This design comes from an exercise in tuning for small area, a short achievable clock period and few clock cycles per item on the open sky130 flow, not from production work. In this exercise RTL edits were held to simulation tests only and were not proved equivalent to the original. Power figures rest on the tool's default switching activity, not on a simulated workload.

==> design.v <==
package gf2m_pkg;
    localparam int unsigned   GF_M    = 163;
    localparam int unsigned   GF_D    = 41;
    localparam int unsigned   GF_N    = (GF_M + GF_D - 1) / GF_D;
    localparam logic [162:0]  GF_POLY = 163'hC9;
    typedef logic [GF_M-1:0] gf_elem_t;
endpackage
module gf2m_mul_step #(
    parameter int unsigned  M    = 163,
    parameter int unsigned  D    = 41,
    parameter logic [M-1:0] POLY = 163'hC9
) (
    input  logic [M-1:0]   i_acc,
    input  logic [D-2:0]   i_h,
    input  logic [D-2:0]   i_hl,
    input  logic [M-1:0]   i_a,
    input  logic [D-1:0]   i_digit,
    output logic [M-1:0]   o_low,
    output logic [D-2:0]   o_high
);
    for (genvar k = 0; k < M; k++) begin : g_low
        localparam int unsigned LO = (k >= D) ? k - D + 1 : 0;
        localparam int unsigned NP = k - LO + 1;
        logic [NP-1:0] w_pp;
        logic [24:0]   w_e;
        for (genvar i = LO; i <= k; i++) begin : g_pp
            assign w_pp[i-LO] = i_a[i] & i_digit[k-i];
        end
        if (k >= D) begin : g_sh
            assign w_e[0] = i_acc[k-D];
        end else begin : g_nsh
            assign w_e[0] = 1'b0;
        end
        for (genvar p = 0; p < 8; p++) begin : g_p
            if (POLY[p] && k >= p && k - p < D) begin : g_a
                assign w_e[1+3*p] = i_acc[M-D+k-p];
            end else begin : g_na
                assign w_e[1+3*p] = 1'b0;
            end
            if (POLY[p] && k >= p + D && k - p - D < D - 1) begin : g_h
                assign w_e[2+3*p] = i_h[k-p-D];
            end else begin : g_nh
                assign w_e[2+3*p] = 1'b0;
            end
            if (POLY[p] && k >= p && k - p < D - 1) begin : g_l
                assign w_e[3+3*p] = i_hl[k-p];
            end else begin : g_nl
                assign w_e[3+3*p] = 1'b0;
            end
        end
        assign o_low[k] = ^{w_pp, w_e};
    end
    for (genvar j = 0; j < D - 1; j++) begin : g_high
        localparam int unsigned K  = M + j;
        localparam int unsigned LO = K - D + 1;
        logic [M-1-LO:0] w_pp;
        for (genvar i = LO; i < M; i++) begin : g_pp
            assign w_pp[i-LO] = i_a[i] & i_digit[K-i];
        end
        assign o_high[j] = ^w_pp;
    end
endmodule
module gf2m_mul_high #(
    parameter int unsigned M = 163,
    parameter int unsigned D = 41
) (
    input  logic [M-1:0] i_a,
    input  logic [D-1:0] i_digit,
    output logic [D-2:0] o_high
);
    for (genvar j = 0; j < D - 1; j++) begin : g_high
        localparam int unsigned K  = M + j;
        localparam int unsigned LO = K - D + 1;
        logic [M-1-LO:0] w_pp;
        for (genvar i = LO; i < M; i++) begin : g_pp
            assign w_pp[i-LO] = i_a[i] & i_digit[K-i];
        end
        assign o_high[j] = ^w_pp;
    end
endmodule
module gf2m_digit_mul #(
    parameter int unsigned  M    = gf2m_pkg::GF_M,
    parameter int unsigned  D    = gf2m_pkg::GF_D,
    parameter logic [M-1:0] POLY = gf2m_pkg::GF_POLY
) (
    input  logic         CLK,
    input  logic         RST_N,
    input  logic         IN_VALID,
    input  logic [M-1:0] A,
    input  logic [M-1:0] B,
    output logic         OUT_VALID,
    output logic [M-1:0] C,
    output logic         BUSY,
    output logic         ERROR
);
    localparam int unsigned N  = (M + D - 1) / D;
    localparam int unsigned BW = N * D;
    logic [M-1:0]   r_a;
    logic [BW-1:0]  r_b_sh;
    logic [M-1:0]   r_acc;
    logic [D-2:0]   r_h;
    logic [D-2:0]   r_hl;
    logic [N-1:0]   r_step;        
    logic [M-1:0]   r_c;
    logic           r_out_valid;
    logic           r_busy;
    logic           r_error;
    logic           w_first;
    logic           w_last;
    logic [M-1:0]   w_low;
    logic [D-2:0]   w_high;
    logic [D-2:0]   w_hl_next;
    assign w_first = r_step[0];
    assign w_last  = r_step[N-1];
    gf2m_mul_step #(
        .M    (M),
        .D    (D),
        .POLY (POLY)
    ) u_step (
        .i_acc   (w_first ? '0 : r_acc),
        .i_h     (w_first ? '0 : r_h),
        .i_hl    (w_last ? r_hl : '0),
        .i_a     (r_a),
        .i_digit (r_b_sh[BW-1 -: D]),
        .o_low   (w_low),
        .o_high  (w_high)
    );
    gf2m_mul_high #(
        .M (M),
        .D (D)
    ) u_high (
        .i_a     (r_a),
        .i_digit (r_b_sh[D-1:0]),
        .o_high  (w_hl_next)
    );
    always_ff @(posedge CLK) begin
        if (!RST_N) begin
            r_step      <= '0;
            r_c         <= '0;
            r_out_valid <= 1'b0;
            r_busy      <= 1'b0;
            r_error     <= 1'b0;
        end else begin
            r_out_valid <= 1'b0;
            r_error     <= IN_VALID && r_busy;
            if (!r_busy) begin
                if (IN_VALID) begin
                    r_step <= N'(1);
                    r_busy <= 1'b1;
                end
            end else begin
                r_step <= r_step << 1;
                if (w_last) begin
                    r_c         <= w_low;
                    r_out_valid <= 1'b1;
                    r_busy      <= 1'b0;
                end
            end
        end
    end
    always_ff @(posedge CLK) begin
        if (!r_busy) begin
            r_a    <= A;
            r_b_sh <= BW'(B);
        end else begin
            r_b_sh <= r_b_sh << D;
        end
        if (w_first) begin
            r_hl <= w_hl_next;
        end
        r_acc <= w_low;
        r_h   <= w_high;
    end
    assign OUT_VALID = r_out_valid;
    assign C         = r_c;
    assign BUSY      = r_busy;
    assign ERROR     = r_error;
endmodule
==> run.sh <==
#!/bin/bash
# synth_recipe.tcl (not shown) runs the flow's synth.tcl, then flattens the netlist and writes it again
# the make line also repeats each setting of config.mk as NAME=value (left out here)
make -C /OpenROAD-flow-scripts/flow DESIGN_CONFIG=/design/flow/config.mk WORK_HOME=/design/flow/orfs CLKGATE_MAP_FILE= SYNTH_SCRIPT=/design/flow/synth_recipe.tcl finish
==> config.mk <==
export PLATFORM = sky130hd
export DESIGN_NAME = gf2m_digit_mul
export DESIGN_NICKNAME = gf2m_digit_mul
export VERILOG_FILES = /design/flow/design.v
export SDC_FILE = /design/flow/constraint.sdc
export NUM_CORES = 4
export LEC_CHECK = 0
export CAP_MARGIN = 20
export CORE_MARGIN = 2
export CORE_UTILIZATION = 40
export SETUP_SLACK_MARGIN = 2.0
export SLEW_MARGIN = 20
==> constraint.sdc <==
create_clock -name core_clock -period 5.0 [get_ports {CLK}]
set_input_delay 1.0000 -clock core_clock [delete_from_list [all_inputs] [get_ports {CLK}]]
set_output_delay 1.0000 -clock core_clock [all_outputs]
set_load 0.01 [all_outputs]
==> run summary <==
## power by group
part	internal [mW]	leakage (nW)	switching (mW)
clock network	4.47	1.67	3.58
registers	8.10	6.53	3.52
logic	25.8	47.3	33.6
total	38.4	55.5	40.7
## routing by layer
layer	part of all wire (%)	up-vias	routed length (um)	GRT usage (%)
met5	0.15	-	1050	1.12
met4	11	57	78200	36.1
met3	19	4672	138000	21.8
met2	37	14400	265000	57.2
met1	33	61900	241000	51.2
li1	-	54500	-	-
## timing repair
action	CTS	global route
setup buffers	348	86
endpoints found under the setup margin	297	140
cloned	3	4
gates resized for setup	101	103
pin swaps	0	1
## synth_stat cells (all sizes together) (6+ instances only)
library cell / n
buf: 1223
mux2: 122
nor2b: 111
and2: 36
xor2: 1609
xnor3: 152
xnor2: 5830
nor2: 109
clkbuf: 444
nand2: 7572
inv: 7
nor3: 33
nand2b: 46
dfxtp: 537
edfxtp: 203
nor3b: 6
a22o: 158
## through the flow
step / instances / hold slack, ns / setup WS (ns) / utilization [%] / area [um2]
floorplan: 18200 / 0.412 / 1.53 / - / 126000
CTS: 22500 / 0.448 / 2.00 / 46.0 / 145000
detailed placement: 22000 / 0.440 / 1.37 / 43.5 / 137000
global route: 22600 / 0.456 / 1.97 / 46.5 / 146000
finish: 22700 / 0.441 / 1.82 / 46.6 / 146000
global placement: 22000 / 0.436 / 1.42 / 43.4 / 137000
## final cells by class
| class | count | share of cell area, % |
|---|---|---|
| diodes | 89 | 0.152 |
| well taps | 4160 | 3.55 |
| clock inverters | 53 | 0.396 |
| repair buffers | 1700 | 12.6 |
| multi-input cells | 15800 | 69.6 |
| clock buffers | 132 | 1.95 |
| inverters | 8 | 0.0265 |
| flip-flops and latches | 740 | 11.7 |
## sequential cells by signal (all words and copies together), names as in the netlist
| signal | cells |
|---|---|
| r_b_sh | 164 |
| r_a | 163 |
| r_acc | 163 |
| r_c | 163 |
| r_h | 40 |
| r_hl | 40 |
| r_step | 4 |
| r_busy | 1 |
| r_error | 1 |
| r_out_valid | 1 |
## worst max-delay path by stage
stage | endpoint | from | cells past startpoint | slack (ns)
floorplan | r_a[0] | r_busy | 3 | 1.53
global placement | r_c[58] | RST_N | 4 | 1.42
detailed placement | r_c[57] | RST_N | 4 | 1.37
CTS | C[160] | r_c[160] | 1 | 2.00
global route | C[135] | r_c[135] | 1 | 1.97
finish | r_c[42] | r_h[1] | 7 | 1.82
## layout by cell type (no fill, tap or decap), types with 18 or more instances in the layout
| master | Yosys | layout |
|---|---|---|
| dfxtp_1 | 537 | 411 |
| clkdlybuf4s50_1 | 0 | 474 |
| nand2b_1 | 46 | 46 |
| buf_4 | 65 | 824 |
| diode_2 | 0 | 89 |
| buf_16 | 0 | 18 |
| nor3_1 | 33 | 32 |
| xnor2_2 | 4 | 23 |
| xor2_1 | 1609 | 1608 |
| nand2_1 | 7572 | 7571 |
| mux2_2 | 122 | 122 |
| edfxtp_1 | 203 | 203 |
| and2_1 | 36 | 36 |
| xnor2_1 | 5826 | 5807 |
| dfxtp_4 | 0 | 61 |
| nor2_1 | 109 | 109 |
| buf_6 | 3 | 47 |
| clkbuf_16 | 0 | 111 |
| dfxtp_2 | 0 | 65 |
| buf_12 | 0 | 305 |
| xnor3_1 | 152 | 147 |
| a22o_1 | 158 | 158 |
| nor2b_1 | 111 | 110 |
## cells by family (layout without fill, tap and decap cells)
kind of cell | count (synthesis) | after routing | synth area share (%)
flops | 740 | 740 | 13.3
other cells | 0 | 89 | 0
simple gates | 7915 | 7915 | 24.0
buf+inv | 1675 | 1893 | 6.07
xor+xnor | 7591 | 7591 | 54.4
compound gates | 172 | 172 | 1.17
mux | 122 | 122 | 1.09
==> flow_metrics.tcl <==
set metrics [dict create \
    regToRegStartpoint "r_h[1]" \
    worstHoldStart "r_b_sh[69]" \
    initial_utilization_pct 40.1 \
    yosysUniqueCellTypes 29 \
    clk_latency_ns 0.99 \
    synth_area_leaders "xnor2_1 (40%), nand2_1 (23%), xor2_1 (11%)" \
    synth_cells 18200 \
    cts_made_buffers 101 \
    drc 0 \
    grt_pass1_wl_um 984000 \
    syn_avg_cell_area_um2 6.93 \
    routed-via-count 135000 \
    slowest_delay_ns 0.87 \
    ios 495 \
    cts.sinks 740 \
    vdd_drop_max_mv 0.401 \
    postCtsHoldBufs 0 \
    start_kind "flip-flop" \
    relSlewSlack_pct 15.3 \
    grt_overflow 0 \
    crit_fanout 4 \
    ys.flop_type "dfxtp_1" \
    hp-class "flip-flop to flip-flop" \
    synth-seq-area-share_pct 13.3 \
    wire_per_inst_um 31.9 \
    setup_tns_ns 0 \
    dp_hpwl_um 426000 \
    portBuffers 494 \
    chipHeight_um 566 \
    rsz0062_at_grt "true" \
    first_global_vias 123000 \
    ys_async_sr_fraction_pct 0 \
    finalCritPeriodShare_pct 63.5 \
    cp_data_arrival_time_ns 3.95 \
    whs_path_depth 1 \
    cts_max_level 3 \
    cpMaxStageDelayCell "dfxtp_1" \
    seq_area_um2 17200 \
    grt_usage_pct 43.2 \
    yosys.area.top_type "xnor2_1" \
    cp.required_ns 5.78 \
    fmax_mhz 315 \
    path_class "flip-flop to flip-flop" \
    drive_gt1_share_pct 8.96 \
    hold_end "r_b_sh[110]" \
    maxCapViolations 0 \
    hold_viol 0 \
    fill_cells 31200 \
    vias_per_cell 5.97 \
    drtAntennaViolNets 0 \
    power_leakage_nw 55.5 \
    core_area_um2 314000 \
    p_total_mw 79.0 \
    first_iter_violations 26600 \
    maxSlewViolCount 0 \
    worst_slew_pin_slew_ns 1.27 \
    cp-end-kind "flip-flop" \
    multi_input_area_um2 102000 \
    place.gp.congestion 1.01 \
    rrSetupSlack_ns 1.82 \
    die_w_um 566 \
    reg2reg_depth 7 \
    crit_chain "xor2_1 -> and2_1 -> nor3_1 -> xnor2_1 -> xnor2_1 -> xnor3_1 -> a22o_1" \
    syn_area_um2 126000 \
    setup_viol 0 \
    path_clk_slew_ns 0.08 \
    clk_path_buf_depth 4 \
    area_growth_pct 16.1 \
    ys_ff_latch 740 \
    cts_tree "built" \
    path_buf_inv 0 \
    placement_rows 206 \
    antenna_found_initial 93 \
    synth_top_cell_area_share_pct 40.4 \
    die-area_um2 320000 \
    synth_warnings 1 \
    cts_root_buffer "clkbuf_16" \
    grt_max_degree 116 \
    totalWireLength_um 723000 \
    final_nets 18700 \
    synth_edf_count 203 \
    p_per_area_nw_per_um2 540 \
    worst_r2r_endpoint "r_c[42]" \
    critPathMostFrequentCell "xnor2_1" \
    drt_pass1_iterations 10 \
    post-route-min-period_ns 3.18 \
    finClkSkew_ns 0.110 \
    outcome "timing/DRC/antenna clean" \
    crit_family "XOR/XNOR gates" \
    synth_nets 18500 \
]
Testbench counts, summed over its fixed seeds: cycles 4,808, items 960.

==> separate check: timing with driven ports <==
The results above use ideal ports. As a check the final layout listed here was re-extracted and re-timed, cells and wires unchanged. Step 1: set_driving_cell puts a clkbuf_16 on CLK and a buf_2 on each other input, an assumption about the parent block. Step 2 also shifts input and output timing later by t, the mid clock arrival at the registers, as if the neighbouring blocks saw the same clock. a / b / c = ideal / step 1 / step 2; a / b = the first two.
t (ns): 1.048
slack for setup (ns): 1.825 / 1.820 / 1.035
worst register clock-pin slew, ns: 0.08 / 0.08
After both steps setup and hold are still met in this run. For this run, drivers alone change the setup slack by -0.005 ns; drivers and shift together by -0.790 ns.
